This is an optimization exercise on Yosys and OpenROAD, whose aim is small area, not a production implementation. Where RTL was checked, it was by simulation tests only, not by an equivalence proof against the original. No functional check of the RTL was part of runs 1 and 4. No activity file was given, so power comes from the tool's default toggle rates.

### design/flow/config.mk
export PLATFORM = sky130hd
export DESIGN_NAME = ordered_keyed_record_table_top
export DESIGN_NICKNAME = ordered_keyed_record_table_top
export VERILOG_FILES = /design/flow/design.v
export SDC_FILE = /design/flow/constraint.sdc
export NUM_CORES = 4
export LEC_CHECK = 0
export CAP_MARGIN = 20
export CORE_MARGIN = 2
export CORE_UTILIZATION = 45
export CTS_BUF_LIST = sky130_fd_sc_hd__clkbuf_8
export CTS_CLUSTER_DIAMETER = 50
export CTS_CLUSTER_SIZE = 16
export PLACE_DENSITY = 0.6
export SLEW_MARGIN = 20
export SYNTH_HIERARCHICAL = 1
export SYNTH_MINIMUM_KEEP_SIZE = 0
### design/flow/constraint.sdc
create_clock -name core_clock -period 7.0 [get_ports {i_clk}]
set_input_delay 1.4000 -clock core_clock [delete_from_list [all_inputs] [get_ports {i_clk}]]
set_output_delay 1.4000 -clock core_clock [all_outputs]
set_load 0.01 [all_outputs]
### design/flow/design.v
package okrt_pkg;
    localparam int CAPACITY     = 16;
    localparam int PAYLOAD_BITS = 64;
    localparam int KEY_W        = 32;
    localparam int PORT_PAY_W   = 64;
    localparam int OP_W         = 2;
    localparam int CNT_W        = $clog2(CAPACITY + 1);
    localparam int IDX_W        = $clog2(CAPACITY);
    localparam logic [OP_W-1:0] OP_ADD    = 2'd0;
    localparam logic [OP_W-1:0] OP_LOOKUP = 2'd1;
    localparam logic [OP_W-1:0] OP_DELETE = 2'd2;
    localparam logic [OP_W-1:0] OP_LIST   = 2'd3;
endpackage
module okrt_cell (
    input  logic                              i_clk,
    input  logic                              i_we,
    input  logic                              i_we_n,
    input  logic [okrt_pkg::KEY_W-1:0]        i_bkey,
    input  logic [okrt_pkg::KEY_W-1:0]        i_bkey_n,
    input  logic [okrt_pkg::PAYLOAD_BITS-1:0] i_bpay,
    output logic [okrt_pkg::KEY_W-1:0]        o_key,
    output logic [okrt_pkg::PAYLOAD_BITS-1:0] o_pay,
    output logic                              o_eq
);
    localparam int KW = okrt_pkg::KEY_W;
    localparam int PW = okrt_pkg::PAYLOAD_BITS;
    localparam int NT = 2 * KW;           
    localparam int NG = NT / 3;           
    logic [KW-1:0] r_key;
    logic [PW-1:0] r_pay;
    logic [KW-1:0] n_key;
    logic [PW-1:0] n_pay;
    assign n_key = ~((r_key | {KW{i_we}}) & (i_bkey | {KW{i_we_n}}));
    assign n_pay = ~((r_pay | {PW{i_we}}) & (i_bpay | {PW{i_we_n}}));
    always_ff @(posedge i_clk) begin
        r_key <= n_key;
        r_pay <= n_pay;
    end
    assign o_key = r_key;
    assign o_pay = r_pay;
    logic [NT-1:0] w_ta;
    logic [NT-1:0] w_tb;
    logic [NG:0]   w_ok;
    always_comb begin
        for (int i = 0; i < KW; i++) begin
            w_ta[2*i]   = r_key[i];
            w_tb[2*i]   = i_bkey_n[i];
            w_ta[2*i+1] = n_key[i];
            w_tb[2*i+1] = i_bkey[i];
        end
    end
    genvar g;
    generate
        for (g = 0; g < NG; g++) begin : g_cmp
            okrt_aoi3 u_aoi (
                .i_a (w_ta[3*g +: 3]),
                .i_b (w_tb[3*g +: 3]),
                .o_y (w_ok[g])
            );
        end
    endgenerate
    assign w_ok[NG] = ~|(w_ta[NT-1:3*NG] & w_tb[NT-1:3*NG]);
    assign o_eq = &w_ok;
endmodule
module okrt_aoi3 (
    input  logic [2:0] i_a,
    input  logic [2:0] i_b,
    output logic       o_y
);
    assign o_y = ~|(i_a & i_b);
endmodule
module okrt_rd16 (
    input  logic [15:0] i_d,
    input  logic [15:0] i_sel,
    output logic        o_y
);
    logic [5:0] w_n;
    genvar g;
    generate
        for (g = 0; g < 5; g++) begin : g_aoi
            okrt_aoi3 u_aoi (
                .i_a (i_d[3*g +: 3]),
                .i_b (i_sel[3*g +: 3]),
                .o_y (w_n[g])
            );
        end
    endgenerate
    assign w_n[5] = ~(i_d[15] & i_sel[15]);
    assign o_y    = ~&w_n;
endmodule
module okrt_sel3 (
    input  logic [2:0] i_d,
    input  logic [2:0] i_s,
    output logic       o_y
);
    assign o_y = |(i_d & i_s);
endmodule
module ordered_keyed_record_table_top (
    input  logic                            i_clk,
    input  logic                            i_rst_n,
    input  logic                            start,
    output logic                            busy,
    input  logic [okrt_pkg::OP_W-1:0]       i_op,
    input  logic [okrt_pkg::KEY_W-1:0]      i_key,
    input  logic [okrt_pkg::PORT_PAY_W-1:0] i_payload,
    output logic                            o_valid,
    output logic                            o_ok,
    output logic [okrt_pkg::KEY_W-1:0]      o_key_out,
    output logic [okrt_pkg::PORT_PAY_W-1:0] o_payload_out,
    output logic [okrt_pkg::CNT_W-1:0]      o_used_count,
    output logic                            o_full_res,
    output logic                            o_last
);
    localparam int N  = okrt_pkg::CAPACITY;
    localparam int IW = okrt_pkg::IDX_W;
    localparam int CW = okrt_pkg::CNT_W;
    localparam int KW = okrt_pkg::KEY_W;
    localparam int PW = okrt_pkg::PAYLOAD_BITS;
    logic [KW-1:0]  w_key [N];
    logic [PW-1:0]  w_pay [N];
    logic [N-1:0]   w_eq;
    logic [N-1:0]   r_vld;
    logic [N-1:0]   r_free;
    logic [N-1:0]   r_psel;
    logic [N-1:0]   r_ksel;
    logic [IW-1:0]  r_ord [N];
    logic [CW-1:0]  r_count;
    logic [IW-1:0]  r_pos;
    logic           r_busy;
    logic           r_valid;
    logic           r_ok;
    logic           r_last;
    logic           r_phase;
    logic           r_kinv;
    logic           r_pinv;
    logic [KW-1:0]  w_bkey;
    logic [PW-1:0]  w_bpay;
    assign w_bkey = i_key ^ {KW{r_phase}};
    assign w_bpay = i_payload[PW-1:0] ^ {PW{r_phase}};
    genvar g;
    generate
        for (g = 0; g < N; g++) begin : g_slot
            okrt_cell u_cell (
                .i_clk  (i_clk),
                .i_we   (r_free[g]),
                .i_we_n (!r_free[g]),
                .i_bkey (w_bkey),
                .i_bkey_n (~w_bkey),
                .i_bpay (w_bpay),
                .o_key  (w_key[g]),
                .o_pay  (w_pay[g]),
                .o_eq   (w_eq[g])
            );
        end
    endgenerate
    logic [N-1:0]  w_hit;
    logic          w_found;
    logic          w_acc;
    logic          w_add_ok;
    logic          w_del_ok;
    logic          w_lkp;
    logic          w_list;
    logic          w_seq;
    assign w_hit    = r_vld & w_eq;
    assign w_found  = |w_hit;
    assign w_acc    = start && !r_busy;
    assign w_add_ok = w_acc && (i_op == okrt_pkg::OP_ADD) && !r_count[CW-1] && !w_found;
    assign w_del_ok = w_acc && (i_op == okrt_pkg::OP_DELETE) && w_found;
    assign w_lkp    = w_acc && (i_op == okrt_pkg::OP_LOOKUP);
    assign w_list   = w_acc && (i_op == okrt_pkg::OP_LIST);
    assign w_seq    = r_busy || (w_list && (r_count != '0));
    logic [N-1:0]  n_vld;
    logic [N-1:0]  n_free;
    logic [IW-1:0] w_fidx;
    logic [IW-1:0] w_hidx;
    assign n_vld = i_rst_n ? ((r_vld | (r_free & {N{w_add_ok}})) & ~(w_hit & {N{w_del_ok}}))
                           : '0;
    always_comb begin
        logic seen;
        seen   = 1'b0;
        n_free = '0;
        for (int s = 0; s < N; s++) begin
            n_free[s] = !n_vld[s] && !seen;
            seen      = seen || !n_vld[s];
        end
    end
    always_comb begin
        w_fidx = '0;
        w_hidx = '0;
        for (int s = 0; s < N; s++) begin
            w_fidx = w_fidx | (r_free[s] ? IW'(s) : '0);
            w_hidx = w_hidx | (w_hit[s] ? IW'(s) : '0);
        end
    end
    logic [N-1:0]  w_shift;
    logic [IW-1:0] n_ord [N];
    always_comb begin
        logic seen;
        seen = 1'b0;
        for (int k = 0; k < N; k++) begin
            seen       = seen || (r_ord[k] == w_hidx);
            w_shift[k] = w_del_ok && seen;
        end
    end
    generate
        for (g = 0; g < N; g++) begin : g_ord
            logic [2:0]    w_s;
            logic [IW-1:0] w_nxt;
            assign w_s[0] = w_shift[g];
            assign w_s[1] = !w_shift[g] && (r_count == CW'(g));
            assign w_s[2] = !w_shift[g] && (r_count != CW'(g));
            if (g == N - 1) begin : g_last
                assign w_nxt = '0;
            end else begin : g_mid
                assign w_nxt = r_ord[g+1];
            end
            for (genvar i = 0; i < IW; i++) begin : g_bit
                okrt_sel3 u_sel (
                    .i_d ({r_ord[g][i], w_fidx[i], w_nxt[i]}),
                    .i_s (w_s),
                    .o_y (n_ord[g][i])
                );
            end
        end
    endgenerate
    logic [IW-1:0] w_pos;
    logic [IW-1:0] w_sidx;
    logic          w_end;
    logic [N-1:0]  n_ksel;
    assign w_pos  = r_busy ? r_pos : '0;
    assign w_sidx = r_ord[w_pos];
    assign w_end  = ({1'b0, w_pos} + CW'(1)) == r_count;
    always_comb begin
        for (int s = 0; s < N; s++) n_ksel[s] = w_seq && (w_sidx == IW'(s));
    end
    always_ff @(posedge i_clk) begin
        if (!i_rst_n) begin
            r_busy  <= 1'b0;
            r_valid <= 1'b0;
            r_count <= '0;
        end else begin
            r_busy  <= w_seq && !w_end;
            r_valid <= r_busy || w_acc;
            r_count <= r_count + CW'(w_add_ok) - CW'(w_del_ok);
        end
        r_vld    <= n_vld;
        r_free   <= n_free;
        for (int k = 0; k < N; k++) r_ord[k] <= n_ord[k];
        r_pos    <= w_pos + IW'(1);
        r_psel   <= w_hit & {N{w_lkp}};
        r_phase  <= !r_phase;
        r_kinv   <= !r_phase && w_seq;
        r_pinv   <= !r_phase && w_lkp && w_found;
        r_ksel   <= n_ksel;
        r_ok     <= r_busy || w_add_ok || ((w_lkp || (w_acc && (i_op == okrt_pkg::OP_DELETE))) && w_found)
                    || (w_list && (r_count != '0));
        r_last   <= w_seq ? w_end : 1'b1;
    end
    genvar b;
    generate
        for (b = 0; b < KW; b++) begin : g_rdk
            logic [N-1:0] w_col;
            logic         w_y;
            for (g = 0; g < N; g++) begin : g_c
                assign w_col[g] = w_key[g][b];
            end
            okrt_rd16 u_rd (.i_d(w_col), .i_sel(r_ksel), .o_y(w_y));
            assign o_key_out[b] = w_y ^ r_kinv;
        end
        for (b = 0; b < PW; b++) begin : g_rdp
            logic [N-1:0] w_col;
            logic         w_y;
            for (g = 0; g < N; g++) begin : g_c
                assign w_col[g] = w_pay[g][b];
            end
            okrt_rd16 u_rd (.i_d(w_col), .i_sel(r_psel), .o_y(w_y));
            assign o_payload_out[b] = w_y ^ r_pinv;
        end
    endgenerate
    assign busy         = r_busy;
    assign o_valid      = r_valid;
    assign o_ok         = r_ok;
    assign o_used_count = r_count;
    assign o_full_res   = r_count[CW-1];
    assign o_last       = r_last;
endmodule
### design/flow/flow/run.sh
#!/bin/bash
# Standard layout with two changes: the port buffers are the smallest buffer
# (buf_1) instead of the default delay-cell buffer, and CTS places no dummy loads.
# Every tool's full output stays in orfs/logs; make's own output goes to make.log.
set -euo pipefail
CTS="-sink_clustering_enable -repair_clock_nets -sink_clustering_size 10 -sink_clustering_max_diameter 40 -buf_list sky130_fd_sc_hd__clkbuf_4 -dont_use_dummy_load"
bash standard.sh "BUFFER_PORTS_ARGS=-buffer_cell sky130_fd_sc_hd__buf_1" "CTS_ARGS=$CTS" finish > make.log 2>&1
### design/flow/standard.sh
#!/bin/bash
# synth_recipe.tcl (not shown) runs the flow's synth.tcl, then flattens the netlist and writes it again
# the make line also repeats each setting of config.mk as NAME=value (left out here)
make -C /OpenROAD-flow-scripts/flow DESIGN_CONFIG=/design/flow/config.mk WORK_HOME=/design/flow/orfs CLKGATE_MAP_FILE= SYNTH_SCRIPT=/design/flow/synth_recipe.tcl "${@:-finish}"
==> run_results.csv, run 1 <==
group,metric,value,unit
route,drc,0,
clocking,cts_tree,"yes",
worst_setup_path,critPathLaunchType,"flop",
die,initial_core_util,0.4542,
logic_synthesis,avgSynthCellArea,10.70,sq um
global_routing,grt_max_degree,68,
finish,final_common_cell,"dfxtp_1",
route,drt_iter0_drc,13353,
clocking,clk_pin_slew,0.10,ns
worst_setup_path,crit_end,"r_ord[15][2]$_DFF_P_",
sta,drv_slew,0,
logic_synthesis,syn_area,61690,sq um
global_routing,grt_pass1_wl,367.7,mm
worst_setup_path,worstReg2RegEnd,"r_ord[15][2]$_DFF_P_",
clocking,postCtsSetupBuffers,0,
finish,area_delta_synth_final,8.827,%
logic_synthesis,synth_top_area_share,0.5452,
worst_setup_path,cp.required,8.16,ns
sta,rsz0062_at_grt,"no",
sta,post-route-period-util,0.9501,
die,placementRows,135,
clocking,cts.sink_count,1680,
die,die_height,374.2,um
global_routing,grt-ovfl-total,0,
logic_synthesis,netlist_instances,5765,
die,io_pins,207,
pwr,p_per_area,239.7,nW/um^2
route,vias,59493,
global_routing,grtUsageMet2,0.5108,
finish,fin_nets,6109,
route,totalWireLength,251.3,mm
logic_synthesis,synth_largest_area_cell,"dfxtp_1",
worst_setup_path,crit_start,"r_phase$_DFF_P_",
clocking,cts_buffer_depth,3,
global_routing,busiest_layer,"met2",
worst_setup_path,rr_worst_depth,19,
placement,dp_hpwl,145.8,mm
logic_synthesis,ys_ff_latch,1680,
worst_hold_path,hold_class,"reg -> reg",
worst_setup_path,worstPathMaxFanout,20,
pwr,leakage,0.02437,uW
sta,fin_skew,0.1971,ns
sta,max_slew_margin,0.1555,
sta,fin_setup_tns,0,ns
logic_synthesis,ys_types,66,
die,dieWidth,374.2,um
sta,finalHoldViolations,0,
clocking,root_buffer,"clkbuf_4",
logic_synthesis,ys_warn_count,13,
global_routing,grt_util_met1,0.4654,
clocking,cts_inserted_buffers,221,
die,dieArea,140100,sq um
sta,fmax,150.4,MHz
logic_synthesis,ys_seq_area_frac,0.5452,
worst_setup_path,critical_path_arrival,7.81,ns
global_routing,antenna_found_initial,7,
global_routing,grt_use_met3,0.08128,
worst_setup_path,rr_startpoint,"r_phase$_DFF_P_",
sta,finalWorstSetupSlack,0.3496,ns
route,drt_first_pass_iters,15,
logic_synthesis,synth_flop_cell,"dfxtp_1",
route,routed_via_density,7.643,
logic_synthesis,synthArstFlopShare,0,
clocking,cts_hold_buf,0,
flow_run,cap_violations,0,
die,core-area,135800,sq um
sta,final.min_clock_period,6.650,ns
clocking,insertion_delay,1.34,ns
finish,mostFrequentLayoutCells,"dfxtp_1, o22ai_1, a222oi_1, clkbuf_4, buf_1",
clocking,htree_levels,4,
route,final_antenna_net_count,0,
worst_setup_path,cp-end-kind,"flop",
finish,drive_gt1_frac,0.1009,
global_routing,grt_usage,0.3406,
sta,tightest_slew,1.267,ns
status,status,"complete, no violations",
placement,dp_slack,-0.1697,ns
clocking,postCtsResizedCells,0,
worst_setup_path,ff2ff_setup_slack,0.35,ns
route,wl_per_cell,32.28,um
logic_synthesis,synth_edf_count,0,
logic_synthesis,synth_area_leaders,"dfxtp_1, o22ai_1, a222oi_1",
worst_setup_path,crit_type,"reg -> reg",
sta,finalSetupViolations,0,
placement,io_buffers,206,
finish,fillers,12642,
placement,place.gp.congestion,0.9295,
pwr,ir_worst_vdd,0.1390,mV
global_routing,grt_pass1_vias,56127,
worst_hold_path,min_from,"r_vld[4]$_DFF_P_",
==> Yosys stat by module (local to each module, per instance) <==
module | flops+latches | cell area, sq um | cells
okrt_aoi3 | 0 | 10.01 | 1
okrt_rd16 | 0 | 16.27 | 3
okrt_sel3 | 0 | 13.76 | 2
okrt_cell | 96 | 2681 | 223
ordered_keyed_record_table_top | 144 | 8175 | 965
==> stage by stage <==
| stage | power, uW | instance area [sq um] | std cells | hold WS (ns) | util |
|---|---|---|---|---|---|
| 3_3_place_gp | 11600 | 65080 | 7552 | 0.4287 | 0.4793 |
| 2_1_floorplan | 11140 | 61710 | 5768 | 0.4213 | - |
| 5_1_grt | 16640 | 67130 | 7783 | 0.4341 | 0.4943 |
| 3_5_place_dp | 11640 | 65170 | 7553 | 0.4365 | 0.4799 |
| 4_1_cts | 16090 | 66830 | 7774 | 0.3956 | 0.4921 |
| 6_report | 16090 | 67130 | 7784 | 0.4374 | 0.4943 |
==> cells by family (layout without fill, tap and decap cells) <==
group | count (synthesis) | count (layout) | synth area share
other | 1 | 13 | 0.00006079
AO/OA/AOI/OAI | 2571 | 2571 | 0.3176
buffers and inverters | 544 | 770 | 0.03649
XOR/XNOR | 249 | 249 | 0.03535
AND/OR/NAND/NOR | 704 | 704 | 0.06203
adder cells (fa/ha/maj) | 12 | 12 | 0.002556
flip-flops | 1680 | 1680 | 0.5452
multiplexers | 4 | 4 | 0.0006694
==> sequential cells by signal, indices dropped and copies added (netlist names), 4 cells and up <==
register             count
r_count                  5
r_vld                   16
r_pos                    4
r_ksel                  16
r_free                  16
g_slot.u_cell.r_key    512
g_slot.u_cell.r_pay   1024
r_ord                   64
r_psel                  16
==> where the power goes <==
part | switching, uW | total [uW] | internal, uW
logic | 784 | 1250 | 463
clock network | 3180 | 4620 | 1430
registers | 290 | 10200 | 9940
==> synthesized netlist by cell type (4+ instances only) <==
cell	count
a2111oi_2	16
a21o_1	4
a21oi_1	42
a222oi_1	889
a22oi_1	11
a31oi_1	19
and2_1	11
and3_1	101
and4_1	10
buf_1	23
buf_2	164
clkbuf_1	224
dfxtp_1	1680
ha_1	11
inv_1	131
nand2_1	170
nand2b_1	12
nand3_1	39
nand4_1	174
nand4b_1	5
nor2_1	104
nor2b_1	13
nor3_1	10
nor3b_1	5
nor4_1	20
o21ai_0	19
o22ai_1	1540
or4_4	16
xnor2_1	40
xor2_1	209
==> worst max-delay path, stage by stage (launching register included) <==
cell and delay, ns:
dfxtp_4 0.85, xor2_2 0.62, buf_4 0.36, o22ai_1 0.13
a222oi_1 0.41, nand4_1 0.34, or4_4 0.59, a2111oi_2 0.46
a22oi_1 0.28, and2_1 0.29, buf_12 0.17, a21oi_1 0.11
nand4b_1 0.15, o311ai_1 0.18, nor4_4 0.56, a41oi_4 0.23
buf_4 0.20, nor3b_1 0.39, a222oi_1 0.14, inv_1 0.09
==> worst min-delay path by stage <==
stage,end,slack [ns],cells after the start
3_5_place_dp,g_slot[0].u_cell.r_pay[17]$_DFF_P_,0.44,1
5_1_grt,r_psel[4]$_DFF_P_,0.43,2
2_1_floorplan,g_slot[0].u_cell.r_pay[0]$_DFF_P_,0.42,1
6_report,r_psel[4]$_DFF_P_,0.44,2
4_1_cts,r_psel[4]$_DFF_P_,0.40,2
3_3_place_gp,g_slot[0].u_cell.r_pay[39]$_DFF_P_,0.43,1
==> layer usage <==
metal / routed length [um] / share of wire
met1: 99550 / 0.40
met2: 109200 / 0.43
met3: 31990 / 0.13
met4: 10450 / 0.042
met5: 51 / 0.00020
==> layout make-up <==
type / instances / area (sq um) / share of cell area
antenna: 9 / 22.52 / 0.0003355
clock buffer: 221 / 1659 / 0.02471
inverter: 132 / 550.5 / 0.008201
multi-input combinational: 3544 / 26430 / 0.3937
sequential: 1680 / 33760 / 0.5029
tap: 1781 / 2228 / 0.03319
timing repair buffer: 417 / 2484 / 0.03700
==> inputs of run 2 (changes only) <==
--- a/design/flow/design.v
+++ b/design/flow/design.v
@@ -235,10 +235,12 @@
     end
     always_ff @(posedge i_clk) begin
         if (!i_rst_n) begin
+            r_phase <= 1'b0;
             r_busy  <= 1'b0;
             r_valid <= 1'b0;
             r_count <= '0;
         end else begin
+            r_phase <= !r_phase;
             r_busy  <= w_seq && !w_end;
             r_valid <= r_busy || w_acc;
             r_count <= r_count + CW'(w_add_ok) - CW'(w_del_ok);
@@ -248,7 +250,6 @@
         for (int k = 0; k < N; k++) r_ord[k] <= n_ord[k];
         r_pos    <= w_pos + IW'(1);
         r_psel   <= w_hit & {N{w_lkp}};
-        r_phase  <= !r_phase;
         r_kinv   <= !r_phase && w_seq;
         r_pinv   <= !r_phase && w_lkp && w_found;
         r_ksel   <= n_ksel;
==> run_results.csv, run 2 <==
group,metric,value,unit
logic_synthesis,synth_flop_cell,"dfxtp_1",
logic_synthesis,avgSynthCellArea,10.70,sq um
sta,final.min_clock_period,6.660,ns
pwr,switchingPower,4808,uW
clocking,clk_pin_slew,0.10,ns
sta,finalWorstSetupSlack,0.3395,ns
die,core-area,135600,sq um
sta,max_slew_margin,0.1618,
finish,area_delta_synth_final,8.721,%
worst_setup_path,worst-path-buf-inv,4,
global_routing,grt_usage,0.3529,
logic_synthesis,netlist_instances,5758,
logic_synthesis,synth_largest_area_cell,"dfxtp_1",
status,status,"complete, no violations",
pwr,power_frac_seq,0.609,
route,wl_per_cell,33.62,um
worst_hold_path,hold_class,"reg -> reg",
worst_setup_path,worstReg2RegEnd,"r_ord[14][1]$_DFF_P_",
placement,dp_hpwl,147.5,mm
finish,fin_nets,6074,
sta,fmax,150.1,MHz
pwr,clkPwrFrac,0.274,
die,dieWidth,374.1,um
logic_synthesis,yosys-top-cells-count,"dfxtp_1, o22ai_1, a222oi_1",
logic_synthesis,synthArstFlopShare,0,
sta,tightest_slew,1.257,ns
logic_synthesis,synth_top_area_share,0.5457,
route,routed_via_density,7.731,
worst_setup_path,cp-end-kind,"flop",
clocking,htree_levels,4,
clocking,cts_inserted_buffers,221,
worst_setup_path,rr_startpoint,"r_phase$_SDFF_PN0_",
logic_synthesis,ys_types,61,
sta,finalHoldViolations,0,
die,dieArea,139900,sq um
pwr,leakage,0.02428,uW
finish,regMostFlops,"g_slot.u_cell.r_pay",
global_routing,grt-ovfl-total,0,
pwr,p_comb_frac,0.117,
die,io_pins,207,
worst_setup_path,crit_start,"r_phase$_SDFF_PN0_",
worst_setup_path,rr_worst_depth,18,
route,final_antenna_net_count,0,
sta,rsz0062_at_grt,"no",
finish,largest_reg_flops,1024,
clocking,root_buffer,"clkbuf_4",
route,drt_iter0_drc,13037,
sta,fin_setup_tns,0,ns
logic_synthesis,synth_most_common_cell,"dfxtp_1",
flow_run,cap_violations,0,
finish,final_common_cell,"dfxtp_1",
sta,drv_slew,0,
worst_setup_path,path_cells,"buf_6, xor2_2, buf_12, inv_1, a222oi_1, nand4_1, or4_4, a2111oi_2, nand2_1, and3_1, and2_1, xor2_1, nand4_1, and4_1, and3_1, a21oi_1, a222oi_1, inv_1",
pwr,p_per_area,252.4,nW/um^2
die,placementRows,135,
logic_synthesis,syn_area,61630,sq um
pwr,netSwitchingFraction,0.2843,
global_routing,antenna_found_initial,6,
worst_setup_path,cp.depth,18,
die,die_height,374.1,um
pwr,p_int,12110,uW
clocking,cts_tree,"yes",
sta,fin_skew,0.1399,ns
global_routing,grt_pass1_wl,376.0,mm
worst_setup_path,critPathLaunchType,"flop",
logic_synthesis,synth_area_leaders,"dfxtp_1, o22ai_1, a222oi_1",
finish,mostFrequentLayoutCells,"dfxtp_1, o22ai_1, a222oi_1, clkbuf_4, buf_1",
route,drt_first_pass_iters,20,
worst_setup_path,max_stage_delay,0.59,ns
route,totalWireLength,260.5,mm
sta,holdWs,0.4456,ns
global_routing,grt_pass1_vias,56655,
worst_setup_path,cp.required,8.11,ns
clocking,insertion_delay,1.33,ns
worst_setup_path,crit_slowest_cell,"or4_4",
logic_synthesis,ys_seq_area_frac,0.5457,
worst_setup_path,critical_path_arrival,7.77,ns
finish,drive_gt1_frac,0.09867,
logic_synthesis,synth_edf_count,0,
worst_setup_path,crit_end,"r_ord[14][1]$_DFF_P_",
worst_setup_path,worstPathMaxFanout,33,
clocking,cts.sink_count,1680,
sta,post-route-period-util,0.9515,
route,vias,59919,
worst_setup_path,critical-path-top-delay-family,"simple AND/OR/NAND/NOR gates",
finish,reg_top3,"g_slot.u_cell.r_pay: 1024 flops, g_slot.u_cell.r_key: 512 flops, r_ord: 64 flops",
pwr,ir_worst_vdd,0.1564,mV
die,initial_core_util,0.4544,
worst_setup_path,ff2ff_setup_slack,0.34,ns
global_routing,grt_max_degree,71,
worst_hold_path,min_from,"g_slot[15].u_cell.r_pay[25]$_DFF_P_",
clocking,cts_buffer_depth,3,
sta,finalSetupViolations,0,
route,drc,0,
logic_synthesis,ys_warn_count,13,
placement,dp_slack,-0.3350,ns
logic_synthesis,ys_ff_latch,1680,
worst_setup_path,crit_type,"reg -> reg",
placement,place.gp.congestion,0.9491,
placement,io_buffers,206,
run 2: worst min-delay path by stage:
stage                                          endpoint  slack (ns)  cells past startpoint
floorplan             g_slot[0].u_cell.r_pay[0]$_DFF_P_        0.42                      1
global placement     g_slot[9].u_cell.r_pay[21]$_DFF_P_        0.43                      1
detailed placement  g_slot[12].u_cell.r_pay[10]$_DFF_P_        0.44                      1
CTS                  g_slot[6].u_cell.r_pay[62]$_DFF_P_        0.43                      3
global route         g_slot[6].u_cell.r_pay[36]$_DFF_P_        0.46                      1
finish              g_slot[15].u_cell.r_pay[25]$_DFF_P_        0.45                      1
run 2: layout make-up:
type	instances	area [sq um]
inverters	132	543.0
flip-flops and latches	1680	33760
fillers	12567	68630
multi-input cells	3539	26450
repair buffers	387	2342
clock buffers	221	1659
diodes	10	25.02
well taps	1781	2228
run 2: modules after synthesis, one instance, submodules excluded:
module / flip-flops and latches / cell area [sq um]
ordered_keyed_record_table_top: 144 / 8122
okrt_cell: 96 / 2681
okrt_rd16: 0 / 16.27
okrt_sel3: 0 / 13.76
okrt_aoi3: 0 / 10.01
run 2: cells by family (layout without fill, tap and decap cells):
logic type / Yosys count / in the layout / synth area share
AO/OA/AOI/OAI: 2584 / 2584 / 0.3193
flip-flops: 1680 / 1680 / 0.5457
AND/OR/NAND/NOR: 678 / 678 / 0.05893
buffers and inverters: 542 / 740 / 0.03634
XOR/XNOR: 259 / 259 / 0.03681
adder cells (fa/ha/maj): 12 / 12 / 0.002558
multiplexers: 2 / 2 / 0.0003654
other: 1 / 14 / 0.00006084
run 2: routing by layer:
layer,global-route usage,part of all wire,routed length [um],up-vias
met5,0,0.00031,82,-
met1,0.4502,0.38,97740,29243
met4,0.2092,0.059,15470,4
met2,0.5376,0.44,114200,4701
met3,0.09144,0.13,33090,954
li1,-,-,-,25017
run 2: worst register-to-register path, stage by stage (launching register included):
cell and delay [ns]:
dfxtp_4 0.53, buf_6 0.41, xor2_2 0.32, buf_12 0.23, inv_1 0.34, a222oi_1 0.52
nand4_1 0.22, or4_4 0.59, a2111oi_2 0.49, nand2_1 0.19, and3_1 0.32, and2_1 0.46
xor2_1 0.26, nand4_1 0.24, and4_1 0.33, and3_1 0.42, a21oi_1 0.20, a222oi_1 0.37
inv_1 0.08
run 2: timing repair:
action / 4_1_cts / 5_1_grt
buffers inserted: 0 / 0
setup endpoints to repair: 0 / 35
gates resized for setup: 0 / 4
hold buffers: 0 / 0
run 2: stage by stage:
step	std cells	util	cell area (sq um)	power, uW
floorplan	5761	-	61800	11640
global placement	7514	0.4778	64800	12350
detailed placement	7516	0.4782	64860	12380
CTS	7737	0.4904	66520	16850
global route	7746	0.4940	67000	17450
finish	7750	0.4940	67010	16910
run 2: power by group through the flow:
| stage | combinational [uW] | sequential [uW] | clock [uW] |
|---|---|---|---|
| finish | 1980 | 10300 | 4630 |
| global route | 2080 | 10300 | 5030 |
| CTS | 1890 | 10300 | 4680 |
| detailed placement | 1880 | 10500 | 0 |
| global placement | 1860 | 10500 | 0 |
| floorplan | 1210 | 10400 | 0 |
==> inputs of run 3 (changes only) <==
==> design/flow/flow/run.sh (replaced) <==
#!/bin/bash
# Standard layout with two changes: the port buffers are the smallest buffer
# (buf_1) instead of the default delay-cell buffer, and CTS places no dummy loads.
# Every tool's full output stays in orfs/logs; make's own output goes to make.log.
set -euo pipefail
CTS="-sink_clustering_enable -repair_clock_nets -sink_clustering_size 16 -sink_clustering_max_diameter 50 -buf_list sky130_fd_sc_hd__clkbuf_8 -dont_use_dummy_load"
bash standard.sh "BUFFER_PORTS_ARGS=-buffer_cell sky130_fd_sc_hd__buf_1" "CTS_ARGS=$CTS" finish > make.log 2>&1
==> run_results.csv, run 3 <==
group,metric,value,unit
die,core-area,135600,sq um
placement,io_buffers,206,
clocking,postCtsSetupBuffers,0,
worst_setup_path,critPathLaunchType,"flop",
pwr,ir_worst_vdd,0.1648,mV
sta,fin_skew,0.1083,ns
sta,final.min_clock_period,6.667,ns
sta,finalSetupViolations,0,
sta,fin_setup_tns,0,ns
finish,area_delta_synth_final,9.525,%
sta,max_slew_margin,0.1624,
global_routing,grt-ovfl-total,0,
clocking,cts_hold_buf,0,
die,die_height,374.1,um
placement,place.gp.congestion,0.9491,
logic_synthesis,ys_warn_count,13,
clocking,htree_levels,4,
flow_run,cap_violations,0,
route,totalWireLength,260.2,mm
route,wl_per_cell,33.89,um
clocking,postCtsResizedCells,0,
logic_synthesis,synth_largest_area_cell,"dfxtp_1",
logic_synthesis,syn_area,61630,sq um
finish,fin_util,0.4977,
sta,tightest_slew,1.256,ns
finish,largest_reg_flops,1024,
die,dieArea,139900,sq um
global_routing,antenna_found_initial,5,
logic_synthesis,netlist_instances,5758,
logic_synthesis,ys_types,61,
logic_synthesis,avgSynthCellArea,10.70,sq um
clocking,root_buffer,"clkbuf_8",
route,drt_iter0_drc,13217,
logic_synthesis,ys_ff_latch,1680,
clocking,cts_inserted_buffers,158,
clocking,cts_tree,"yes",
finish,final_common_cell,"dfxtp_1",
die,initial_core_util,0.4544,
sta,post-route-period-util,0.9524,
clocking,insertion_delay,0.96,ns
sta,fmax,150.0,MHz
finish,fin_nets,6011,
die,dieWidth,374.1,um
global_routing,grt_pass1_vias,56185,
finish,regMostFlops,"g_slot.u_cell.r_pay",
worst_hold_path,hold_class,"reg -> reg",
route,drc,0,
worst_setup_path,critical_path_arrival,7.45,ns
finish,mostFrequentLayoutCells,"dfxtp_1, o22ai_1, a222oi_1, buf_1, nand2_1",
worst_setup_path,cp.required,7.78,ns
status,status,"complete, no violations",
global_routing,grt_usage,0.3523,
route,final_antenna_net_count,0,
worst_setup_path,cp-end-kind,"flop",
clocking,cts_buffer_depth,3,
logic_synthesis,synth_area_leaders,"dfxtp_1, o22ai_1, a222oi_1",
route,vias,59401,
logic_synthesis,synth_most_common_cell,"dfxtp_1",
finish,final_area,67500,sq um
pwr,leakage,0.02440,uW
logic_synthesis,synthArstFlopShare,0,
placement,dp_hpwl,147.5,mm
die,io_pins,207,
worst_setup_path,crit_type,"reg -> reg",
pwr,p_per_area,259.1,nW/um^2
sta,rsz0062_at_grt,"no",
finish,reg_top3,"g_slot.u_cell.r_pay: 1024 flops, g_slot.u_cell.r_key: 512 flops, r_ord: 64 flops",
route,drt_first_pass_iters,17,
route,routed_via_density,7.736,
logic_synthesis,synth_edf_count,0,
logic_synthesis,synth_top_area_share,0.5457,
logic_synthesis,yosys-top-cells-count,"dfxtp_1, o22ai_1, a222oi_1",
placement,dpl_cell_area,64860,sq um
sta,finalHoldViolations,0,
global_routing,grt_pass1_wl,375.4,mm
clocking,cts.sink_count,1680,
logic_synthesis,ys_seq_area_frac,0.5457,
sta,drv_slew,0,
die,placementRows,135,
logic_synthesis,synth_flop_cell,"dfxtp_1",
clocking,clk_pin_slew,0.10,ns
finish,fillers,12432,
global_routing,grt_max_degree,71,
finish,drive_gt1_frac,0.08904,
worst_setup_path,worstPathMaxFanout,33,
## run 3: cell count changes in the layout (fill, tap and decap cells not counted), sizes merged
| cell | change |
|---|---|
| diode | -8 |
| clkbuf | -63 |
## run 3: area by class of cell
| type | instances | area (sq um) | share of cell area |
|---|---|---|---|
| repair buffers | 387 | 2342 | 0.03470 |
| clock buffers | 158 | 2175 | 0.03221 |
| diodes | 2 | 5.005 | 0.00007414 |
| inverters | 132 | 543.0 | 0.008044 |
| multi-input cells | 3539 | 26450 | 0.3918 |
| well taps | 1781 | 2228 | 0.03301 |
| flip-flops and latches | 1680 | 33760 | 0.5002 |
## run 3: stage by stage
stage / hold WS [ns] / setup WS (ns) / power (uW) / cells
2_1_floorplan: 0.4213 / 0.008268 / 11640 / 5761
3_3_place_gp: 0.4291 / -0.1341 / 12350 / 7514
3_5_place_dp: 0.4365 / -0.3350 / 12380 / 7516
4_1_cts: 0.4444 / 0.2714 / 17430 / 7674
5_1_grt: 0.4530 / 0.03243 / 18000 / 7679
6_report: 0.4414 / 0.3331 / 17490 / 7679
## run 3: critical path: stages (launching register included)
cell       delay (ns)
dfxtp_4          0.54
buf_6            0.39
xor2_2           0.30
buf_12           0.23
inv_1            0.29
a222oi_1         0.63
nand4_1          0.24
or4_4            0.60
a2111oi_2        0.36
nand2_1          0.17
and3_1           0.33
and2_1           0.46
xnor2_1          0.23
nor4_1           0.39
nor3b_1          0.12
buf_4            0.20
a21oi_1          0.36
a21oi_1          0.17
a222oi_1         0.36
inv_1            0.07
## run 3: logic make-up after synthesis
family                     after synthesis  synth area share
other                                    1        0.00006084
AOI/OAI and AO/OA                     2584            0.3193
adders and majority gates               12          0.002558
DFF                                   1680            0.5457
xor gates and xnor gates               259           0.03681
muxes                                    2         0.0003654
and+or+nand+nor                        678           0.05893
buffers and inverters                  542           0.03634
## run 3: where the power goes
part | internal, uW | total (uW) | switching [uW] | leakage, uW
Combinational | 676 | 1980 | 1310 | 0.00813
Clock | 2010 | 5210 | 3200 | 0.00114
Sequential | 9990 | 10300 | 304 | 0.0151
## run 3: metal layers
layer / routed length (um) / track usage / vias to the layer above
met1: 97170 / 0.4477 / 29017
met2: 113900 / 0.5395 / 4616
met4: 15990 / 0.2071 / 6
met3: 33110 / 0.09116 / 995
met5: 45 / 0 / -
li1: - / - / 24767
## run 3: worst paths after layout
check                           slack, ns                                  end                                 from  depth (start not counted)
worst max-delay path                 0.33                  r_ord[4][1]$_DFF_P_                   r_phase$_SDFF_PN0_                         19
worst min-delay path                 0.44  g_slot[15].u_cell.r_pay[23]$_DFF_P_  g_slot[15].u_cell.r_pay[23]$_DFF_P_                          1
worst max register to register       0.33                  r_ord[4][1]$_DFF_P_                   r_phase$_SDFF_PN0_                         19
worst min register to register       0.44  g_slot[15].u_cell.r_pay[23]$_DFF_P_  g_slot[15].u_cell.r_pay[23]$_DFF_P_                          1
## run 3: Yosys stat by module (local to each module, per instance)
module / times used / flip-flops and latches / area (sq um)
ordered_keyed_record_table_top: 1 / 144 / 8122
okrt_rd16: 96 / 0 / 16.27
okrt_cell: 16 / 96 / 2681
okrt_aoi3: 816 / 0 / 10.01
okrt_sel3: 64 / 0 / 13.76
==> inputs of run 4 (changes only) <==
--- a/design/flow/design.v
+++ b/design/flow/design.v
@@ -235,12 +235,10 @@
     end
     always_ff @(posedge i_clk) begin
         if (!i_rst_n) begin
-            r_phase <= 1'b0;
             r_busy  <= 1'b0;
             r_valid <= 1'b0;
             r_count <= '0;
         end else begin
-            r_phase <= !r_phase;
             r_busy  <= w_seq && !w_end;
             r_valid <= r_busy || w_acc;
             r_count <= r_count + CW'(w_add_ok) - CW'(w_del_ok);
@@ -250,6 +248,7 @@
         for (int k = 0; k < N; k++) r_ord[k] <= n_ord[k];
         r_pos    <= w_pos + IW'(1);
         r_psel   <= w_hit & {N{w_lkp}};
+        r_phase  <= !r_phase;
         r_kinv   <= !r_phase && w_seq;
         r_pinv   <= !r_phase && w_lkp && w_found;
         r_ksel   <= n_ksel;
==> run_results.csv, run 4 <==
group,metric,value,unit
status,status,"complete, no violations",
logic_synthesis,synthArstFlopShare,0,
pwr,power,16570,uW
worst_setup_path,path_cells,"xor2_2, buf_4, o22ai_1, a222oi_1, nand4_1, or4_4, a2111oi_2, a222oi_1, buf_4, a31oi_1, nor4_1, nand4b_1, o311ai_1, nor4_4, a41oi_4, buf_4, nor3b_1, a222oi_1, inv_1",
logic_synthesis,synth_flop_cell,"dfxtp_1",
global_routing,grt_usage,0.3391,
logic_synthesis,avgSynthCellArea,10.70,sq um
logic_synthesis,netlist_instances,5765,
placement,dpl_cell_area,65170,sq um
clocking,cts_hold_buf,0,
die,initial_core_util,0.4542,
clocking,clk_pin_slew,0.09,ns
pwr,ir_worst_vdd,0.1281,mV
pwr,p_per_area,245.3,nW/um^2
clocking,insertion_delay,0.97,ns
die,dieArea,140100,sq um
logic_synthesis,synth_area_leaders,"dfxtp_1, o22ai_1, a222oi_1",
clocking,cts_inserted_buffers,152,
placement,place.gp.congestion,0.9295,
worst_setup_path,cp-end-kind,"flop",
finish,drive_gt1_frac,0.09063,
global_routing,grt_pass1_vias,55584,
route,drt_first_pass_iters,15,
global_routing,grt_pass1_wl,365.9,mm
sta,tightest_slew,1.218,ns
logic_synthesis,synth_edf_count,0,
global_routing,antenna_found_initial,3,
sta,fmax,150.7,MHz
sta,finalSetupViolations,0,
route,routed_via_density,7.636,
route,drc,0,
finish,final_common_cell,"dfxtp_1",
finish,multi_input_area,26430,sq um
finish,regArea,33760,sq um
finish,final_area,67560,sq um
pwr,leakage,0.02444,uW
route,totalWireLength,250.0,mm
logic_synthesis,ys_ff_latch,1680,
route,vias,58878,
clocking,cts_tree,"yes",
worst_setup_path,worst-path-buf-inv,4,
logic_synthesis,ys_warn_count,13,
worst_setup_path,cp.required,7.84,ns
die,die_height,374.2,um
worst_hold_path,hold_class,"reg -> reg",
sta,max_slew_margin,0.1880,
finish,regMostFlops,"g_slot.u_cell.r_pay",
route,wl_per_cell,32.43,um
sta,rsz0062_at_grt,"no",
clocking,cts_buffer_depth,3,
die,io_pins,207,
finish,fillers,12547,
logic_synthesis,synth_top_area_share,0.5452,
worst_setup_path,crit_type,"reg -> reg",
sta,final.min_clock_period,6.638,ns
finish,largest_reg_flops,1024,
worst_setup_path,worstPathMaxFanout,20,
logic_synthesis,syn_area,61690,sq um
die,core-area,135800,sq um
worst_setup_path,critPathLaunchType,"flop",
route,drt_iter0_drc,12693,
global_routing,grt_max_degree,68,
worst_setup_path,crit_slowest_cell,"dfxtp_4",
flow_run,cap_violations,0,
clocking,root_buffer,"clkbuf_8",
global_routing,grt-ovfl-total,0,
logic_synthesis,yosys-top-cells-count,"dfxtp_1, o22ai_1, a222oi_1",
logic_synthesis,ys_types,66,
placement,dp_hpwl,145.8,mm
clocking,cts.sink_count,1680,
finish,reg_top3,"g_slot.u_cell.r_pay: 1024 flops, g_slot.u_cell.r_key: 512 flops, r_ord: 64 flops",
die,placementRows,135,
worst_setup_path,max_stage_delay,0.85,ns
logic_synthesis,synth_largest_area_cell,"dfxtp_1",
sta,fin_skew,0.1143,ns
clocking,postCtsSetupBuffers,0,
finish,area_delta_synth_final,9.525,%
placement,io_buffers,206,
sta,drv_slew,0,
sta,finalHoldViolations,0,
finish,mostFrequentLayoutCells,"dfxtp_1, o22ai_1, a222oi_1, buf_1, buf_4",
clocking,htree_levels,4,
route,final_antenna_net_count,0,
clocking,postCtsResizedCells,0,
worst_setup_path,critical-path-top-delay-family,"compound AO/OA/AOI/OAI gates",
logic_synthesis,synth_most_common_cell,"dfxtp_1",
sta,post-route-period-util,0.9482,
logic_synthesis,ys_seq_area_frac,0.5452,
die,dieWidth,374.2,um
finish,fin_nets,6040,
worst_setup_path,critical_path_arrival,7.48,ns
==> run 4: cell count changes after synthesis, moves of 7 or more <==
cell / previous run / this run
clkbuf_1: 231 / 224
xnor2_1: 31 / 40
a31oi_1: 10 / 19
a22oi_1: 23 / 11
and4_1: 1 / 10
xor2_1: 228 / 209
==> run 4: through the flow <==
step	hold slack [ns]	setup slack, ns	utilization	setup TNS, ns	instances
finish	0.4393	0.3623	0.4975	0	7711
global route	0.4448	0.02628	0.4974	0	7707
CTS	0.4155	0.4168	0.4953	0	7705
detailed placement	0.4365	-0.1697	0.4799	-2.613	7553
global placement	0.4287	-0.1132	0.4793	-0.7896	7552
floorplan	0.4213	0.1088	-	0	5768
==> run 4: final cells by class <==
class / instances / share of cell area
diodes: 5 / 0.0001852
flip-flops and latches: 1680 / 0.4997
multi-input cells: 3544 / 0.3913
well taps: 1781 / 0.03298
clock buffers: 152 / 0.03096
inverters: 132 / 0.008148
repair buffers: 417 / 0.03676
==> run 4: logic make-up after synthesis <==
group           Yosys count  share of synthesized area
compound gates         2571                     0.3176
fa+ha+maj                12                   0.002556
xor+xnor                249                    0.03535
mux                       4                  0.0006694
buf+inv                 544                    0.03649
simple gates            704                    0.06203
flops                  1680                     0.5452
other cells               1                 0.00006079
==> run 4: where the power goes <==
group	switching, uW	total (uW)	internal [uW]
Clock	3160	5100	1930
Sequential	291	10200	9940
Combinational	783	1250	463
Total	4240	16600	12300
==> run 4: worst register-to-register path, cell delays in order (launching register included) <==
cell,delay (ns)
dfxtp_4,0.85
xor2_2,0.65
buf_4,0.36
o22ai_1,0.15
a222oi_1,0.43
nand4_1,0.34
or4_4,0.60
a2111oi_2,0.47
a222oi_1,0.37
buf_4,0.24
a31oi_1,0.16
nor4_1,0.08
nand4b_1,0.12
o311ai_1,0.18
nor4_4,0.55
a41oi_4,0.24
buf_4,0.20
nor3b_1,0.38
a222oi_1,0.15
inv_1,0.09
==> run 4: final timing paths <==
kind	from	to	slack (ns)	depth (start not counted)
hold / removal	r_vld[4]$_DFF_P_	r_psel[4]$_DFF_P_	0.44	2
setup / recovery	r_phase$_DFF_P_	r_ord[15][0]$_DFF_P_	0.36	19
setup reg to reg	r_phase$_DFF_P_	r_ord[15][0]$_DFF_P_	0.36	19
hold reg to reg	r_vld[4]$_DFF_P_	r_psel[4]$_DFF_P_	0.44	2
==> run 4: routing by layer <==
layer	GRT usage	wire, um	vias up	share of wire
met5	0	19	-	0.000076
met4	0.1404	9632	2	0.039
met3	0.08403	32210	645	0.13
met2	0.5104	109100	4258	0.44
met1	0.4633	99110	29157	0.40
li1	-	-	24816	-
==> run 4: Yosys stat by module, one instance, submodules excluded <==
module                          cells  flops+latches  area, sq um  copies in the design
okrt_rd16                           3              0        16.27                    96
okrt_aoi3                           1              0        10.01                   816
ordered_keyed_record_table_top    965            144         8175                     1
okrt_sel3                           2              0        13.76                    64
okrt_cell                         223             96         2681                    16
==> inputs of run 5 (changes only) <==
--- a/design/flow/design.v
+++ b/design/flow/design.v
@@ -120,7 +120,7 @@
     logic [PW-1:0]  w_pay [N];
     logic [N-1:0]   w_eq;
     logic [N-1:0]   r_vld;
-    logic [N-1:0]   r_free;
+    logic [N-1:0]   w_free;
     logic [N-1:0]   r_psel;
     logic [N-1:0]   r_ksel;
     logic [IW-1:0]  r_ord [N];
@@ -142,8 +142,8 @@
         for (g = 0; g < N; g++) begin : g_slot
             okrt_cell u_cell (
                 .i_clk  (i_clk),
-                .i_we   (r_free[g]),
-                .i_we_n (!r_free[g]),
+                .i_we   (w_free[g]),
+                .i_we_n (!w_free[g]),
                 .i_bkey (w_bkey),
                 .i_bkey_n (~w_bkey),
                 .i_bpay (w_bpay),
@@ -170,25 +170,24 @@
     assign w_list   = w_acc && (i_op == okrt_pkg::OP_LIST);
     assign w_seq    = r_busy || (w_list && (r_count != '0));
     logic [N-1:0]  n_vld;
-    logic [N-1:0]  n_free;
     logic [IW-1:0] w_fidx;
     logic [IW-1:0] w_hidx;
-    assign n_vld = i_rst_n ? ((r_vld | (r_free & {N{w_add_ok}})) & ~(w_hit & {N{w_del_ok}}))
+    assign n_vld = i_rst_n ? ((r_vld | (w_free & {N{w_add_ok}})) & ~(w_hit & {N{w_del_ok}}))
                            : '0;
     always_comb begin
         logic seen;
         seen   = 1'b0;
-        n_free = '0;
+        w_free = '0;
         for (int s = 0; s < N; s++) begin
-            n_free[s] = !n_vld[s] && !seen;
-            seen      = seen || !n_vld[s];
+            w_free[s] = !r_vld[s] && !seen;
+            seen      = seen || !r_vld[s];
         end
     end
     always_comb begin
         w_fidx = '0;
         w_hidx = '0;
         for (int s = 0; s < N; s++) begin
-            w_fidx = w_fidx | (r_free[s] ? IW'(s) : '0);
+            w_fidx = w_fidx | (w_free[s] ? IW'(s) : '0);
             w_hidx = w_hidx | (w_hit[s] ? IW'(s) : '0);
         end
     end
@@ -244,7 +243,6 @@
             r_count <= r_count + CW'(w_add_ok) - CW'(w_del_ok);
         end
         r_vld    <= n_vld;
-        r_free   <= n_free;
         for (int k = 0; k < N; k++) r_ord[k] <= n_ord[k];
         r_pos    <= w_pos + IW'(1);
         r_psel   <= w_hit & {N{w_lkp}};
==> design/flow/flow/run.sh (replaced) <==
#!/bin/bash
# Standard layout with two changes: the port buffers are the smallest buffer
# (buf_1) instead of the default delay-cell buffer, and CTS places no dummy loads.
# Every tool's full output stays in orfs/logs; make's own output goes to make.log.
set -euo pipefail
CTS="-sink_clustering_enable -repair_clock_nets -sink_clustering_size 10 -sink_clustering_max_diameter 40 -buf_list sky130_fd_sc_hd__clkbuf_4 -dont_use_dummy_load"
bash standard.sh "BUFFER_PORTS_ARGS=-buffer_cell sky130_fd_sc_hd__buf_1" "CTS_ARGS=$CTS" finish > make.log 2>&1
==> run_results.csv, run 5 <==
group,metric,value,unit
clocking,cts_hold_buf,0,
logic_synthesis,synth_largest_area_cell,"dfxtp_1",
logic_synthesis,syn_area,61110,sq um
global_routing,antenna_found_initial,3,
finish,reg_top3,"g_slot.u_cell.r_pay: 1024 flops, g_slot.u_cell.r_key: 512 flops, r_ord: 64 flops",
logic_synthesis,avgSynthCellArea,10.73,sq um
finish,final_common_cell,"dfxtp_1",
sta,post-route-period-util,0.9676,
worst_setup_path,critPathLaunchType,"flop",
logic_synthesis,synth_compound_area_frac,0.3198,
pwr,clkPwrFrac,0.287,
route,drc,0,
finish,instances_no_fill,7735,
placement,io_buffers,206,
worst_setup_path,critical_path_arrival,7.99,ns
logic_synthesis,ys_types,60,
global_routing,grt_pass1_wl,372.8,mm
logic_synthesis,synth-simple-area-share,0.05690,
logic_synthesis,synth_flop_cell,"dfxtp_1",
die,dieWidth,372.5,um
sta,finalWorstSetupSlack,0.2270,ns
logic_synthesis,synthMuxAreaShare,0.0008600,
pwr,power_frac_seq,0.634,
global_routing,grt_pass1_vias,56236,
logic_synthesis,ys_ff_latch,1664,
clocking,cts_inserted_buffers,215,
pwr,switchingPower,4234,uW
sta,final.min_clock_period,6.773,ns
die,initial_core_util,0.4522,
sta,tightest_slew,1.291,ns
finish,largest_reg_flops,1024,
route,routed_via_density,7.714,
sta,finalHoldViolations,0,
worst_setup_path,crit_type,"reg -> reg",
sta,fin_setup_tns,0,ns
logic_synthesis,synth_top_family_by_area,"compound AO/OA/AOI/OAI gates",
finish,regMostFlops,"g_slot.u_cell.r_pay",
pwr,p_int,11680,uW
route,vias,59664,
sta,max_slew_margin,0.1390,
route,wl_per_cell,33.38,um
logic_synthesis,ys_seq_area_frac,0.5451,
clocking,insertion_delay,1.31,ns
route,drt_first_pass_iters,12,
placement,placedCellCount,7506,
pwr,ir_worst_vdd,0.1460,mV
clocking,root_buffer,"clkbuf_4",
sta,drv_slew,0,
pwr,netSwitchingFraction,0.2661,
finish,area_delta_synth_final,9.294,%
global_routing,grt_usage,0.3549,
die,core-area,135100,sq um
logic_synthesis,synth_fa_ha_area_frac,0.002580,
logic_synthesis,synth_edf_count,0,
worst_setup_path,worstPathMaxFanout,16,
sta,rsz0062_at_grt,"no",
logic_synthesis,yosys-top-cells-count,"dfxtp_1, o22ai_1, a222oi_1",
clocking,clk_pin_slew,0.09,ns
logic_synthesis,ys_warn_count,13,
clocking,cts_tree,"yes",
finish,drive_gt1_frac,0.1065,
sta,fmax,147.6,MHz
pwr,p_comb_frac,0.079,
placement,dpl_cell_area,64800,sq um
worst_hold_path,hold_class,"in -> reg",
sta,finalSetupViolations,0,
route,drt_iter0_drc,13808,
route,totalWireLength,258.2,mm
placement,dp_slack,-0.01448,ns
sta,fin_skew,0.1531,ns
logic_synthesis,synth_area_leaders,"dfxtp_1, o22ai_1, a222oi_1",
sta,holdWs,0.4354,ns
die,io_pins,207,
pwr,p_per_area,238.2,nW/um^2
die,die_height,372.5,um
finish,fillers,12568,
logic_synthesis,synth_xor_area_frac,0.03784,
status,status,"complete, no violations",
die,dieArea,138800,sq um
placement,dp_hpwl,144.6,mm
die,placementRows,135,
clocking,cts.sink_count,1664,
logic_synthesis,synthArstFlopShare,0,
worst_setup_path,cp.required,8.22,ns
finish,final_area,66790,sq um
worst_setup_path,cp-end-kind,"flop",
worst_setup_path,ff2ff_setup_slack,0.23,ns
global_routing,grt-ovfl-total,0,
clocking,htree_levels,4,
logic_synthesis,netlist_instances,5695,
pwr,leakage,0.02449,uW
clocking,cts_buffer_depth,3,
flow_run,cap_violations,0,
logic_synthesis,synth_most_common_cell,"dfxtp_1",
placement,place.gp.congestion,0.9352,
finish,fin_nets,6061,
logic_synthesis,synth_top_area_share,0.5451,
route,final_antenna_net_count,0,
finish,mostFrequentLayoutCells,"dfxtp_1, o22ai_1, a222oi_1, buf_4, clkbuf_4",
global_routing,grt_max_degree,98,
==> run 5: cell types whose count changed in the layout (fill, tap and decap cells not counted), moves of 10 or more <==
cell	previous run	this run
nor4_1	20	10
a31oi_1	19	8
nand3_1	39	26
buf_4	199	218
nor2b_1	13	1
dfxtp_4	34	19
xnor2_1	40	16
clkbuf_8	152	0
clkbuf_4	0	215
xor2_1	130	167
==> run 5: cell families (layout without fill, tap and decap cells) <==
kind of cell	after synthesis	in the layout
XOR/XNOR	264	264
other	1	12
buffers and inverters	535	783
flip-flops	1664	1664
AO/OA/AOI/OAI	2564	2564
multiplexers	5	5
AND/OR/NAND/NOR	650	650
adder cells (fa/ha/maj)	12	12
==> run 5: per-module statistics from Yosys (local to each module, per instance) <==
module / cells inside / copies in the design / flops+latches / area [sq um]
okrt_sel3: 2 / 64 / 0 / 13.76
okrt_rd16: 3 / 96 / 0 / 16.27
okrt_cell: 223 / 16 / 96 / 2681
okrt_aoi3: 1 / 816 / 0 / 10.01
ordered_keyed_record_table_top: 895 / 1 / 128 / 7597
==> run 5: stage by stage <==
stage	total power (uW)	utilization
after floorplan	10990	-
after global placement	11470	0.4786
after CTS	15870	0.4915
after detailed placement	11500	0.4795
after global routing	16410	0.4943
final	15910	0.4943
==> run 5: layout make-up <==
class | count | area (sq um) | share of cell area
clock buffers | 215 | 1614 | 0.02417
inverters | 129 | 524.3 | 0.007850
flip-flops and latches | 1664 | 33380 | 0.4999
well taps | 1781 | 2228 | 0.03337
multi-input cells | 3499 | 26320 | 0.3941
repair buffers | 439 | 2693 | 0.04032
diodes | 8 | 20.02 | 0.0002997
==> run 5: routing by layer <==
metal | wire (um) | global-route usage | up-vias
met1 | 99570 | 0.4696 | 29208
met3 | 33680 | 0.09219 | 914
met5 | 13 | 0.001049 | -
met2 | 111100 | 0.5308 | 4697
met4 | 13840 | 0.1863 | 2
li1 | - | - | 24843
==> run 5: worst paths after layout <==
kind / start / endpoint / cells after the start
max: r_vld[2]$_SDFF_PN0_ / r_ord[9][3]$_DFF_P_ / 23
min reg2reg: g_slot[4].u_cell.r_pay[16]$_DFF_P_ / g_slot[4].u_cell.r_pay[16]$_DFF_P_ / 1
min: start / r_valid$_SDFF_PN0_ / 3
max reg2reg: r_vld[2]$_SDFF_PN0_ / r_ord[9][3]$_DFF_P_ / 23
==> run 5: timing repair <==
item / in CTS / in global routing
hold endpoints to repair: 0 / 0
resized for setup: 0 / 10
setup endpoints to repair: 0 / 45
setup buffers: 0 / 6
==> run 5: critical path: stages, from the launching register on <==
cell and delay (ns):
dfxtp_1 0.39, and3_1 0.24, and4_1 0.24, buf_4 0.15, nand2_1 0.09, nor2_4 0.76
buf_4 0.30, o22ai_1 0.11, a222oi_1 0.58, nand2_1 0.20, or4_4 0.62, a2111oi_2 0.47
a22oi_1 0.23, nand4_1 0.25, buf_12 0.21, xor2_1 0.18, nor4_1 0.09, nor4_1 0.40
buf_4 0.19, nand2_1 0.07, o31a_1 0.38, a21oi_1 0.29, a222oi_1 0.15, inv_1 0.09
==> run 5: power by group through the flow <==
| stage | Sequential (uW) | Clock, uW | Combinational (uW) |
|---|---|---|---|
| 2_1_floorplan | 10200 | 0 | 771 |
| 3_3_place_gp | 10300 | 0 | 1200 |
| 3_5_place_dp | 10300 | 0 | 1210 |
| 4_1_cts | 10100 | 4590 | 1220 |
| 5_1_grt | 10100 | 4960 | 1340 |
| 6_report | 10100 | 4560 | 1260 |

static timing again, ports no longer ideal:
The results above use ideal ports. As a check the final layouts listed here were re-extracted and re-timed, cells and wires unchanged.
Step 1 sets driving cells, clkbuf_16 on the clock port and buf_2 on the other inputs (assumed; they add their load-dependent delay and slew).
Step 2 moves the port delays by t, midway between the first and last clock arrival at a register: inputs arrive t later, outputs are due t later. That takes back most of the time a late clock gives input paths.
Three values: ideal ports, drivers, drivers and shift; two values: the first two.
run	t (ns)	setup WS [ns]	pins driven straight from the clock port
run 1	1.304	0.350 / 0.350 / -0.348	1
run 2	1.324	0.340 / 0.340 / -0.587	1
run 3	0.987	0.333 / 0.333 / -0.581	1
run 4	0.992	0.362 / 0.362 / -0.344	1
run 5	1.315	0.227 / 0.227 / -0.056	1
Met with ideal ports but missed after step 2: setup timing in every run listed. The setup slack of run 2, which loses most, moves by 0.000 ns with the drivers and by -0.927 ns with both steps.
